This is an optimization exercise on Yosys and OpenROAD, whose aim is small area, a short achievable clock period and few clock cycles per item, not a production implementation. Function was checked by simulation only, so behaviour that the tests miss may differ from the original. No activity file was given, so power comes from the tool's default toggle rates.

build 18:
==> flow/design.v (excerpt) <==
module wheel_color_strip_generator_top
(
   input  logic        clock,
   input  logic        reset,
   input  logic        req_tvalid,
   output logic        req_tready,
   input  logic [63:0] req_tdata,    
   output logic        rsp_tvalid,
   input  logic        rsp_tready,
   output logic [31:0] rsp_tdata,    
   output logic        rsp_tlast,    
   input  logic        csr_psel,
   input  logic        csr_penable,
   input  logic        csr_pwrite,
   input  logic [4:0]  csr_paddr,
   input  logic [31:0] csr_pwdata,
   output logic [31:0] csr_prdata,
   output logic        csr_pready
);
Settings: LEC_CHECK=0, CAP_MARGIN=20, CORE_MARGIN=2, CORE_UTILIZATION=55, CTS_BUF_LIST=sky130_fd_sc_hd__clkbuf_8, CTS_CLUSTER_SIZE=30, SLEW_MARGIN=60, SYNTH_MEMORY_MAX_BITS=16384; clock period 22.0 ns.
run.sh (not shown) runs the stock make flow with config.mk's settings and CLKGATE_MAP_FILE= SYNTH_SCRIPT=/design/flow/synth_recipe.tcl, a recipe that flattens the netlist after the stock synthesis.
Testbench counts of build 18, summed over its fixed seeds: cycles 19,520, items 3,072.
Relative to build 18, the following input files were edited for build 74:
- CTS_BUF_LIST changed from sky130_fd_sc_hd__clkbuf_8 to sky130_fd_sc_hd__clkbuf_4
--- outcome ---
- Every stage of the flow completed for build 74, and the final layout passed the timing, design-rule and antenna checks.
- Comparing build 74 against build 18, there is no change at all in number of distinct library cell variants in the gate-level netlist after synthesis.
- Most frequent standard cell in the layout excluding fill and tap cells: inv_1 -> build 18, nor2_1 -> build 74
- Build 74 against build 18: detailed-routing iteration count for the pre-antenna-repair pass picked up an extra 1, proportion of power drawn by the clock network has decreased, post-route DRC violation count did not really move.
- Against build 18 as the reference, build 74 delivers a lower post-synthesis to final-layout area growth.
The inputs of build 11 differ from those of build 74 as listed below.
- SLEW_MARGIN changed from 60 to 90
Notes after the runs:
- Build 11 did not finish; a tool error ended it in detailed placement (3_5_place_dp).
- Compared with build 74, in build 11 fraction of registers with async set or reset after synthesis was more or less identical; die extent in x was more or less identical.
- Build 11 and build 74 ended up with nearly the same number of top-level pins.
- Going from build 74 to build 11, simple-gate portion of the synthesized area essentially unchanged, synthesized cell count shows no meaningful change, number of buffers added on ports roughly the same.
- Comparing build 11 against build 74, there is no change at all in effective utilization at floorplan.
- Build 74 → build 11: area fraction in compound gates after synthesis saw little to no change, count of distinct cell types in the synthesized netlist saw little to no change, area of the mapped netlist saw little to no change.
Here is what was changed in the inputs of build 9 compared with build 11.
- SLEW_MARGIN changed from 90 to 75
--- outcome ---
Apart from build 11, each of build 9 and build 11 ends the flow with a layout that passes the timing, design-rule and antenna checks. For build 11, the flow was terminated by a tool error in detailed placement (3_5_place_dp) and produced no final design. Summary of build 9 over build 11: post-synthesis register bit count was more or less identical; mux share of post-synthesis cell area was more or less identical. The cell area after technology mapping of build 11 and that of build 9 are within noise of each other. Xor and xnor area share after synthesis delta (build 11 -> build 9): insignificant. Height of the die: build 9 vs build 11 — no meaningful difference. Build 9 vs. build 11: synthesized-area fraction occupied by adder cells shows no meaningful change; horizontal extent of the die flat.

* * *

Starting RTL as in the previous note.
export LEC_CHECK = 0
export CAP_MARGIN = 20
export CORE_MARGIN = 2
export CORE_UTILIZATION = 55
export CTS_BUF_LIST = sky130_fd_sc_hd__clkbuf_8
export CTS_CLUSTER_SIZE = 30
export SLEW_MARGIN = 75
export SYNTH_MEMORY_MAX_BITS = 16384
create_clock -name core_clock -period 22.0 [get_ports {clock}]
Testbench counts at the start, summed over its fixed seeds: cycles 19,520, items 3,072.
Change:
- CORE_UTILIZATION: 55 -> 50
- CTS_BUF_LIST: sky130_fd_sc_hd__clkbuf_8 -> sky130_fd_sc_hd__clkbuf_4
- SLEW_MARGIN: 75 -> 60
=> The changed run went through all stages and came out clean; via count went down by about 0.56%; routed wire length increases by 5.7%; utilization fell by 7.3 points; die area goes up by about 10%; sequential share of layout area rises by 0.70 points; cell area fell by 3.3%.
Change:
- CORE_UTILIZATION: 50 -> 55
- SLEW_MARGIN: 60 -> 50
Result:
- first-iteration DRC count falls by 2.5%
- sequential share of layout area grows by 0.21 points
- worst hold slack got worse by 37 ps
- worst setup slack improved by 350 ps
- cell count came out lower by 1.9%
- sequential power is about the same

## re-timing with driven ports
In the flow no input, the clock included, has a driving cell. The finished layouts below were timed again as built, in two steps.
Step 1 assumes that a clkbuf_16 drives the clock port and a buf_2 every other input.
Step 2 adds t to the input delays and takes it off the output delays; t is the mean of the earliest and latest rising clock arrival at the registers after step 1. Input paths then give back, and output paths get back, about the clock's delay inside the block.
Slacks: ideal / step 1 / step 2; pairs: ideal / step 1.
| run | t (ns) | setup WS [ns] | clock arrival spread, ns | pins driven straight from the clock port |
|---|---|---|---|---|
| build 18 | 0.751 | 11.250 / 11.210 / 11.210 | 0.053 / 0.054 | 1 |
| build 74 | 0.915 | 11.257 / 11.218 / 11.218 | 0.089 / 0.089 | 1 |
| build 9 | 0.902 | 11.463 / 11.427 / 11.427 | 0.116 / 0.115 | 1 |
| the first run of note 2 | 0.752 | 11.455 / 11.419 / 11.419 | 0.037 / 0.038 | 1 |
| the second run of note 2 | 0.908 | 10.848 / 10.819 / 10.819 | 0.103 / 0.103 | 1 |
| the third run of note 2 | 0.903 | 11.195 / 11.151 / 11.151 | 0.084 / 0.085 | 1 |
After both steps setup and hold are still met in every run listed. For the third run of note 2, which loses most, drivers alone change the setup slack by -0.044 ns; drivers and shift together by -0.044 ns.
